Background: an optimization exercise with open tools, aiming at small area, a short achievable clock period and few clock cycles per item. Do not read the settings as production practice. Where RTL was checked, it was by simulation tests only, not by an equivalence proof against the original.

==> try-indigo <==
==> flow/design.v (excerpt) <==
module modular_exponentiation #(
  parameter int WIDTH = 62,
  parameter int R     = 2
) (
  input  wire logic                                 clk,
  input  wire logic                                 rst_n,
  input  wire logic                                 in_tvalid,
  output logic                                      in_tready,
  input  wire logic [mexp_pkg::IN_TDATA_W-1:0]      in_tdata,
  output logic                                      out_tvalid,
  input  wire logic                                 out_tready,
  output logic      [mexp_pkg::OUT_TDATA_W-1:0]     out_tdata
);
clock: 10.0 ns
lec_check: 0
cap_margin: 20
core_margin: 2
core_utilization: 40
setup_slack_margin: 5
slew_margin: 20
tns_end_percent: 5
run.sh (not shown) runs the stock make flow with config.mk's settings and CLKGATE_MAP_FILE= SYNTH_SCRIPT=/design/flow/synth_recipe.tcl, a recipe that flattens the netlist after the stock synthesis.
==> try-tundra: changes against try-indigo <==
--- a/flow/design.v
+++ b/flow/design.v
@@ -188,52 +188,33 @@
     assign b2 = {cs[k][PW-2:0], 1'b0};
     assign yx = yk[k] ? xs : '0;
     assign s1 = a ^ b2 ^ yx;
     assign c1 = {((a[PW-2:0] & b2[PW-2:0]) | (a[PW-2:0] & yx[PW-2:0]) | (b2[PW-2:0] & yx[PW-2:0])),
                  qs[k][1] | qs[k][0]};
     assign v  = qs[k][2] ? m_pos : (qs[k][1] ? m_neg1 : (qs[k][0] ? m_neg2 : '0));
     assign ss[k+1] = s1 ^ c1 ^ v;
     assign cs[k+1] = {((s1[PW-2:0] & c1[PW-2:0]) | (s1[PW-2:0] & v[PW-2:0]) | (c1[PW-2:0] & v[PW-2:0])), 1'b0};
-    if (k == 0) begin : g_first
-      logic [11:0] cq0, cq1;
-      logic [8:0]  s1y0, c1y0, s1y1, c1y1;
-      assign s1y0 = a[63:55] ^ b2[63:55];
-      assign c1y0 = a[62:54] & b2[62:54];
-      assign s1y1 = a[63:55] ^ b2[63:55] ^ xs[63:55];
-      assign c1y1 = (a[62:54] & b2[62:54]) | (a[62:54] & xs[62:54]) | (b2[62:54] & xs[62:54]);
-      for (genvar j = 0; j < 4; j++) begin : g_cand
-        logic [8:0] ns0, nc0, ns1, nc1;
-        assign ns0 = s1y0 ^ c1y0 ^ tv[j];
-        assign nc0 = {((s1y0[7:0] & c1y0[7:0]) | (s1y0[7:0] & tv[j][7:0]) | (c1y0[7:0] & tv[j][7:0])), 1'b0};
-        assign ns1 = s1y1 ^ c1y1 ^ tv[j];
-        assign nc1 = {((s1y1[7:0] & c1y1[7:0]) | (s1y1[7:0] & tv[j][7:0]) | (c1y1[7:0] & tv[j][7:0])), 1'b0};
-        assign cq0[3*j +: 3] = qsel(ns0[8:2], nc0[8:2], yk[k+1], acc_r[61:58], grp_b);
-        assign cq1[3*j +: 3] = qsel(ns1[8:2], nc1[8:2], yk[k+1], acc_r[61:58], grp_b);
-      end
-      assign cq = yk[k] ? cq1 : cq0;
-    end else begin : g_next
-      for (genvar j = 0; j < 4; j++) begin : g_cand
-        logic [8:0] ns, nc;
-        assign ns = s1[63:55] ^ c1[63:55] ^ tv[j];
-        assign nc = {((s1[62:55] & c1[62:55]) | (s1[62:55] & tv[j][7:0]) | (c1[62:55] & tv[j][7:0])), 1'b0};
-        assign cq[3*j +: 3] = qsel(ns[8:2], nc[8:2], yk[k+1], acc_r[61:58], grp_b);
-      end
+    for (genvar j = 0; j < 4; j++) begin : g_cand
+      logic [8:0] ns, nc;
+      assign ns = s1[63:55] ^ c1[63:55] ^ tv[j];
+      assign nc = {((s1[62:55] & c1[62:55]) | (s1[62:55] & tv[j][7:0]) | (c1[62:55] & tv[j][7:0])), 1'b0};
+      assign cq[3*j +: 3] = qsel(ns[8:2], nc[8:2], yk[k+1], acc_r[61:58], grp_b);
     end
     assign qs[k+1] = qs[k][2] ? cq[5:3] : (qs[k][1] ? cq[8:6] : (qs[k][0] ? cq[11:9] : cq[2:0]));
   end
   logic [2:0] qfirst;
   assign qfirst = qsel(7'd0, 7'd0, yn_r[R-1], acc_r[61:58], grp_b);
   logic [PW-1:0] fs, fc, fsum;
-  mexp_bk_add #(.W(PW)) u_cpa (.a(fs), .b(fc), .s(fsum));
   always_comb begin
     logic [PW-1:0] d;
     d   = neg_r ? m_pos : '0;
     fs  = s_r ^ c_r ^ d;
     fc  = ((s_r & c_r) | (s_r & d) | (c_r & d)) << 1;
+    fsum = fs + fc;
   end
   state_t st_n;
   logic in_ready_n;
   logic out_valid_n;
   logic [1:0] op_n;
   logic pend_mul_n;
   logic [N-1:0] m_n;
   logic [N-1:0] e_n;
@@ -401,39 +382,8 @@
     ng_r <= ng_n;
     yd_r <= yd_n;
     yn_r <= yn_n;
     neg_r <= neg_n;
     q0_r <= q0_n;
   end
 endmodule
 `default_nettype wire
-`default_nettype none
-module mexp_bk_add #(
-  parameter int W = 65
-) (
-  input  wire logic [W-1:0] a,
-  input  wire logic [W-1:0] b,
-  output logic      [W-1:0] s
-);
-  logic [W-1:0] p0, g, p;
-  always_comb begin
-    p0 = a ^ b;
-    g  = a & b;
-    p  = p0;
-    for (int l = 0; (1 << l) < W; l++) begin
-      for (int i = (2 << l) - 1; i < W; i += (2 << l)) begin
-        g[i] = g[i] | (p[i] & g[i - (1 << l)]);
-        p[i] = p[i] & p[i - (1 << l)];
-      end
-    end
-    for (int l = 6; l >= 0; l--) begin
-      if ((2 << l) < W) begin
-        for (int i = 3 * (1 << l) - 1; i < W; i += (2 << l)) begin
-          g[i] = g[i] | (p[i] & g[i - (1 << l)]);
-          p[i] = p[i] & p[i - (1 << l)];
-        end
-      end
-    end
-    s = p0 ^ {g[W-2:0], 1'b0};
-  end
-endmodule
-`default_nettype wire
--- a/flow/config.mk
+++ b/flow/config.mk
@@ -5,9 +5,9 @@
 export SDC_FILE = /design/flow/constraint.sdc
 export NUM_CORES = 4
 export LEC_CHECK = 0
 export CAP_MARGIN = 20
 export CORE_MARGIN = 2
 export CORE_UTILIZATION = 40
 export SETUP_SLACK_MARGIN = 5
 export SLEW_MARGIN = 20
-export TNS_END_PERCENT = 5
+export TNS_END_PERCENT = 1
==> impl_metrics.ini <==
[status]
outcome = no timing/DRC/antenna violations

[timing]
min_period_ns = 5.70

[global_route]
met1_usage = 0.374
first_pass_grt_wire_length_mm = 203

[clock_network]
clock_latency_on_the_worst_skew_pair_ns = 0.67

[critical_path]
timing.reg2reg.setup_slack_ns = 4.30
That was try-indigo.
==> impl_metrics.ini <==
[global_route]
met1_usage = 0.343
first_pass_grt_wire_length_mm = 203

[timing]
min_period_ns = 5.79

[clock_network]
clock_latency_on_the_worst_skew_pair_ns = 0.64

[status]
outcome = no timing/DRC/antenna violations
That was try-tundra.
Testbench counts of try-tundra, summed over its fixed seeds: cycles 601,749, items 192.
Function not checked in try-indigo: the RTL went through the layout flow alone.

========
==> run D: inputs <==
modular_exponentiation, a different RTL version from the one above (not shown whole).
// modular_exponentiation
module modular_exponentiation #(
  parameter int WIDTH = 62,
  parameter int R     = 2
) (
  input  wire logic                                 clk,
  input  wire logic                                 rst_n,
  input  wire logic                                 in_tvalid,
  output logic                                      in_tready,
  input  wire logic [mexp_pkg::IN_TDATA_W-1:0]      in_tdata,
  output logic                                      out_tvalid,
  input  wire logic                                 out_tready,
  output logic      [mexp_pkg::OUT_TDATA_W-1:0]     out_tdata
);
  localparam int N  = 62;
  localparam int PW = 65;            
  localparam int FW = mexp_pkg::FIELD_W;
  typedef enum logic [3:0] {
    ST_IDLE  = 4'd0,
    ST_CHECK = 4'd1,
    ST_NORM  = 4'd2,
    ST_SETUP = 4'd3,
    ST_STEP  = 4'd4,
    ST_CPA   = 4'd5,
    ST_FIX   = 4'd6,
    ST_SHR   = 4'd7,
    ST_EMIT  = 4'd8
  } state_t;
  localparam logic [1:0] OP_RED = 2'd0;
  localparam logic [1:0] OP_SQR = 2'd1;
  localparam logic [1:0] OP_MUL = 2'd2;
  state_t            st_r;
  logic              in_ready_r;
  logic              out_valid_r;
  logic [1:0]        op_r;
  logic              pend_mul_r;
  logic [N-1:0]      m_r;
  logic [N-1:0]      e_r;
  logic [N-1:0]      b_r;
  logic [N-1:0]      acc_r;
  logic [PW-1:0]     s_r;
  logic [PW-1:0]     c_r;
  logic [5:0]        sh_r;           
  ...
make LEC_CHECK=0 CAP_MARGIN=20 CORE_MARGIN=2 CORE_UTILIZATION=40 SETUP_SLACK_MARGIN=5 SLEW_MARGIN=20 finish   # period 10.0 ns
==> inputs of run P, as changes to run D <==
--- a/flow/design.v
+++ b/flow/design.v
@@ -89,47 +89,58 @@
   localparam int PW = 65;            
   localparam int FW = mexp_pkg::FIELD_W;
   typedef enum logic [3:0] {
     ST_IDLE  = 4'd0,
     ST_CHECK = 4'd1,
     ST_NORM  = 4'd2,
     ST_SETUP = 4'd3,
+    ST_SETUP2 = 4'd9,
     ST_STEP  = 4'd4,
     ST_CPA   = 4'd5,
     ST_FIX   = 4'd6,
     ST_SHR   = 4'd7,
     ST_EMIT  = 4'd8
   } state_t;
-  localparam logic [1:0] OP_RED = 2'd0;
-  localparam logic [1:0] OP_SQR = 2'd1;
-  localparam logic [1:0] OP_MUL = 2'd2;
+  localparam logic [2:0] OP_RED  = 3'd0;    
+  localparam logic [2:0] OP_SQR  = 3'd1;    
+  localparam logic [2:0] OP_MUL  = 3'd2;    
+  localparam logic [2:0] OP_MUL3 = 3'd3;    
+  localparam logic [2:0] OP_PRE  = 3'd4;    
+  localparam logic [2:0] PD_NONE     = 3'd0;
+  localparam logic [2:0] PD_MUL      = 3'd1;
+  localparam logic [2:0] PD_MUL3     = 3'd2;
+  localparam logic [2:0] PD_SQR_MUL3 = 3'd3;
+  localparam logic [2:0] PD_PRE      = 3'd4;
   state_t            st_r;
   logic              in_ready_r;
   logic              out_valid_r;
-  logic [1:0]        op_r;
-  logic              pend_mul_r;
+  logic [2:0]        op_r;
+  logic [2:0]        pend_r;
+  logic              keep3_r;        
+  logic [N-1:0]      b3_r;
   logic [N-1:0]      m_r;
   logic [N-1:0]      e_r;
   logic [N-1:0]      b_r;
   logic [N-1:0]      acc_r;
   logic [PW-1:0]     s_r;
   logic [PW-1:0]     c_r;
   logic [5:0]        sh_r;           
   logic [5:0]        ecnt_r;         
   logic [6:0]        idx_r;          
   logic [5:0]        ng_r;           
   logic [R-1:0]      yd_r;           
+  logic [R-1:0]      yn_r;           
   logic              neg_r;
   assign in_tready  = in_ready_r;
   assign out_tvalid = out_valid_r;
   assign out_tdata  = {2'b00, acc_r};
   logic [N-1:0]      yv;
   logic [N+R-1:0]    yext;
   logic [R-1:0]      ynext;
-  assign yv   = (op_r == OP_SQR) ? acc_r : b_r;
+  assign yv   = (op_r == OP_SQR) ? acc_r : ((op_r == OP_MUL3) ? b3_r : b_r);
   assign yext = {yv, {R{1'b0}}};
   logic [6:0]      fidx;           
   logic [N+R-1:0]  ysh;
   assign ysh   = yext >> (fidx + 7'd1);
   assign ynext = ysh[R-1:0];
   logic [5:0] lo;
   assign lo = (op_r == OP_RED) ? 6'd0 : sh_r;
@@ -153,27 +164,27 @@
   assign m_neg1 = ~{3'b000, m_r};
   assign m_neg2 = ~{2'b00, m_r, 1'b0};
   function automatic logic [2:0] qsel(input logic [6:0] st, input logic [6:0] ct,
                                       input logic y, input logic [3:0] xt, input logic gb);
     logic [6:0] t;
     logic       qm1, q1, q2;
     t   = st + ct + (y ? {3'b000, xt} : 7'd0);
-    qm1 = $signed(t) < -7'sd4;
-    q2  = gb ? ($signed(t) >= 7'sd19) : ($signed(t) >= 7'sd13);
-    q1  = !q2 && ($signed(t) >= 7'sd3);
+    qm1 = (t ^ 7'h40) < 7'd60;
+    q2  = gb ? ((t ^ 7'h40) >= 7'd83) : ((t ^ 7'h40) >= 7'd77);
+    q1  = !q2 && ((t ^ 7'h40) >= 7'd67);
     qsel = {qm1, q1, q2};
   endfunction
   logic [2:0]         q0_r, q0_n;
   logic [R:0][PW-1:0] ss;
   logic [R:0][PW-1:0] cs;
   logic [R:0][2:0]    qs;
   logic [R:0]         yk;
   always_comb begin
     for (int k = 0; k < R; k++) yk[k] = yd_r[R-1-k];
-    yk[R] = ynext[R-1];
+    yk[R] = yn_r[R-1];
   end
   assign ss[0] = s_r;
   assign cs[0] = c_r;
   assign qs[0] = q0_r;
   logic [3:0][8:0] tv;
   assign tv[0] = 9'd0;
   assign tv[1] = m_pos[63:55];
@@ -196,57 +207,63 @@
       assign ns = s1[63:55] ^ c1[63:55] ^ tv[j];
       assign nc = {((s1[62:55] & c1[62:55]) | (s1[62:55] & tv[j][7:0]) | (c1[62:55] & tv[j][7:0])), 1'b0};
       assign cq[3*j +: 3] = qsel(ns[8:2], nc[8:2], yk[k+1], acc_r[61:58], grp_b);
     end
     assign qs[k+1] = qs[k][2] ? cq[5:3] : (qs[k][1] ? cq[8:6] : (qs[k][0] ? cq[11:9] : cq[2:0]));
   end
   logic [2:0] qfirst;
-  assign qfirst = qsel(7'd0, 7'd0, ynext[R-1], acc_r[61:58], grp_b);
+  assign qfirst = qsel(7'd0, 7'd0, yn_r[R-1], acc_r[61:58], grp_b);
   logic [PW-1:0] fs, fc, fsum;
+  mexp_bk_add #(.W(PW)) u_cpa (.a(fs), .b(fc), .s(fsum));
   always_comb begin
     logic [PW-1:0] d;
     d   = neg_r ? m_pos : '0;
     fs  = s_r ^ c_r ^ d;
     fc  = ((s_r & c_r) | (s_r & d) | (c_r & d)) << 1;
-    fsum = fs + fc;
   end
   state_t st_n;
   logic in_ready_n;
   logic out_valid_n;
-  logic [1:0] op_n;
-  logic pend_mul_n;
+  logic [2:0] op_n;
+  logic [2:0] pend_n;
+  logic keep3_n;
+  logic [N-1:0] b3_n;
   logic [N-1:0] m_n;
   logic [N-1:0] e_n;
   logic [N-1:0] b_n;
   logic [N-1:0] acc_n;
   logic [PW-1:0] s_n;
   logic [PW-1:0] c_n;
   logic [5:0] sh_n;
   logic [5:0] ecnt_n;
   logic [6:0] idx_n;
   logic [5:0] ng_n;
   logic [R-1:0] yd_n;
+  logic [R-1:0] yn_n;
   logic neg_n;
   always_comb begin
     st_n = st_r;
     in_ready_n = in_ready_r;
     out_valid_n = out_valid_r;
     op_n = op_r;
-    pend_mul_n = pend_mul_r;
+    pend_n = pend_r;
+    keep3_n = keep3_r;
+    b3_n = b3_r;
     m_n = m_r;
     e_n = e_r;
     b_n = b_r;
     acc_n = acc_r;
     s_n = s_r;
     c_n = c_r;
     sh_n = sh_r;
     ecnt_n = ecnt_r;
     idx_n = idx_r;
     ng_n = ng_r;
     yd_n = yd_r;
+    yn_n = yn_r;
     neg_n = neg_r;
     q0_n = q0_r;
       case (st_r)
       ST_IDLE: begin
         if (in_tvalid) begin
           b_n         = in_tdata[WIDTH-1:0];
           e_n         = in_tdata[FW+WIDTH-1:FW];
@@ -283,49 +300,83 @@
         if (m_r[N-1] && e_r[N-1]) begin
           op_n  = OP_RED;
           st_n  = ST_SETUP;
         end
       end
       ST_SETUP: begin
         idx_n  = itop - 7'(R);
-        yd_n   = ynext;
-        q0_n   = qfirst;
+        yn_n   = ynext;
         ng_n   = ngrp;
         s_n    = '0;
         c_n    = '0;
         neg_n  = 1'b0;
+        st_n   = ST_SETUP2;
+      end
+      ST_SETUP2: begin
+        yd_n   = yn_r;
+        yn_n   = ynext;
+        idx_n  = idx_r - 7'(R);
+        q0_n   = qfirst;
         st_n   = ST_STEP;
       end
       ST_STEP: begin
         s_n    = ss[R];
         c_n    = cs[R];
         q0_n   = qs[R];
-        yd_n   = ynext;
+        yd_n   = yn_r;
+        yn_n   = ynext;
         idx_n  = idx_r - 7'(R);
         ng_n   = ng_r - 6'd1;
         if (ng_r == 6'd1) st_n  = ST_CPA;
       end
       ST_CPA, ST_FIX: begin
-        acc_n  = fsum[N-1:0];
+        if (op_r != OP_PRE || keep3_r) acc_n = fsum[N-1:0];
         if (op_r == OP_RED) b_n  = fsum[N-1:0];
+        if (op_r == OP_PRE) b3_n = fsum[N-1:0];
         if (st_r == ST_CPA && fsum[PW-1]) begin
           neg_n  = 1'b1;
           st_n   = ST_FIX;
         end else begin
-          if (op_r == OP_SQR && pend_mul_r) begin
-            op_n  = OP_MUL;
-            st_n  = ST_SETUP;
-          end else if (ecnt_r != '0) begin
-            e_n         = e_r << 1;
-            ecnt_n      = ecnt_r - 6'd1;
-            pend_mul_n  = e_r[N-2];
-            op_n        = OP_SQR;
-            st_n        = ST_SETUP;
+          st_n = ST_SETUP;
+          pend_n = PD_NONE;
+          if (op_r == OP_RED) begin
+            if (ecnt_r != '0) begin
+              e_n     = e_r << 1;
+              ecnt_n  = ecnt_r - 6'd1;
+              keep3_n = e_r[N-2];
+              op_n    = OP_SQR;
+              pend_n  = PD_PRE;
+            end else begin
+              st_n = ST_SHR;
+            end
+          end else if (pend_r == PD_MUL) begin
+            op_n = OP_MUL;
+          end else if (pend_r == PD_MUL3) begin
+            op_n = OP_MUL3;
+          end else if (pend_r == PD_SQR_MUL3) begin
+            op_n   = OP_SQR;
+            pend_n = PD_MUL3;
+          end else if (pend_r == PD_PRE) begin
+            op_n = OP_PRE;
+          end else if (ecnt_r == '0) begin
+            st_n = ST_SHR;
+          end else if (!e_r[N-2]) begin
+            e_n    = e_r << 1;
+            ecnt_n = ecnt_r - 6'd1;
+            op_n   = OP_SQR;
+          end else if (ecnt_r != 6'd1 && e_r[N-3]) begin
+            e_n    = e_r << 2;
+            ecnt_n = ecnt_r - 6'd2;
+            op_n   = OP_SQR;
+            pend_n = PD_SQR_MUL3;
           end else begin
-            st_n  = ST_SHR;
+            e_n    = e_r << 1;
+            ecnt_n = ecnt_r - 6'd1;
+            op_n   = OP_SQR;
+            pend_n = PD_MUL;
           end
         end
       end
       ST_SHR: begin
         if (sh_r != '0) begin
           acc_n  = acc_r >> 1;
           sh_n   = sh_r - 6'd1;
@@ -354,24 +405,58 @@
       st_r        <= st_n;
       in_ready_r  <= in_ready_n;
       out_valid_r <= out_valid_n;
     end
   end
   always_ff @(posedge clk) begin
     op_r <= op_n;
-    pend_mul_r <= pend_mul_n;
+    pend_r <= pend_n;
+    keep3_r <= keep3_n;
+    b3_r <= b3_n;
     m_r <= m_n;
     e_r <= e_n;
     b_r <= b_n;
     acc_r <= acc_n;
     s_r <= s_n;
     c_r <= c_n;
     sh_r <= sh_n;
     ecnt_r <= ecnt_n;
     idx_r <= idx_n;
     ng_r <= ng_n;
     yd_r <= yd_n;
+    yn_r <= yn_n;
     neg_r <= neg_n;
     q0_r <= q0_n;
   end
 endmodule
 `default_nettype wire
+`default_nettype none
+module mexp_bk_add #(
+  parameter int W = 65
+) (
+  input  wire logic [W-1:0] a,
+  input  wire logic [W-1:0] b,
+  output logic      [W-1:0] s
+);
+  logic [W-1:0] p0, g, p;
+  always_comb begin
+    p0 = a ^ b;
+    g  = a & b;
+    p  = p0;
+    for (int l = 0; (1 << l) < W; l++) begin
+      for (int i = (2 << l) - 1; i < W; i += (2 << l)) begin
+        g[i] = g[i] | (p[i] & g[i - (1 << l)]);
+        p[i] = p[i] & p[i - (1 << l)];
+      end
+    end
+    for (int l = 6; l >= 0; l--) begin
+      if ((2 << l) < W) begin
+        for (int i = 3 * (1 << l) - 1; i < W; i += (2 << l)) begin
+          g[i] = g[i] | (p[i] & g[i - (1 << l)]);
+          p[i] = p[i] & p[i - (1 << l)];
+        end
+      end
+    end
+    s = p0 ^ {g[W-2:0], 1'b0};
+  end
+endmodule
+`default_nettype wire
--- a/flow/config.mk
+++ b/flow/config.mk
@@ -6,7 +6,8 @@
 export NUM_CORES = 4
 export LEC_CHECK = 0
 export CAP_MARGIN = 20
 export CORE_MARGIN = 2
 export CORE_UTILIZATION = 40
 export SETUP_SLACK_MARGIN = 5
 export SLEW_MARGIN = 20
+export TNS_END_PERCENT = 5
==> summary of the runs <==
Between run P and run D, the lower first-iteration DRC count is in run P (gap about 4%, measured against run D). Against run P, the utilization of run D is higher by 1.6 points. In run P the via count is smaller than in run D, by 3.3%. In run P the sequential share of layout area is higher than in run D, by 4.1 points. Clock-buffer cell count: run D is lower than run P (9). In run D the area after synthesis is smaller than in run P, by 3.5%. Against run D, the sequential cell count of run P is higher by 68. Of run P and run D, run D has the higher worst hold slack (gap 0.11 ns).
Testbench counts of run P, summed over its fixed seeds: cycles 540,547, items 192.
The RTL of run D was laid out without a check of its function.

-- what the ideal ports hide --
How much do the figures lean on ideal ports? The routed layouts below were timed once more, with nothing changed but the port constraints.
Step 1 assumes that a clkbuf_16 drives the clock port and a buf_2 every other input.
Step 2 also shifts input and output timing later by t, the mid clock arrival at the registers, as if the neighbouring blocks saw the same clock.
Slacks: no drivers / after step 1 / after step 2; pairs: no drivers / after step 1.
run	shift t [ns]	setup slack, ns	hold WS [ns]	worst register clock-pin slew, ns
try-indigo	0.720	4.298 / 4.298 / 4.298	0.425 / 0.425 / 0.425	0.07 / 0.07
try-tundra	0.695	4.208 / 4.208 / 4.208	0.439 / 0.439 / 0.439	0.07 / 0.07
run D	0.698	3.895 / 3.895 / 3.895	0.531 / 0.531 / 0.531	0.07 / 0.07
run P	0.740	4.207 / 4.207 / 4.207	0.426 / 0.426 / 0.426	0.07 / 0.07
After both steps setup and hold are still met in every run listed.
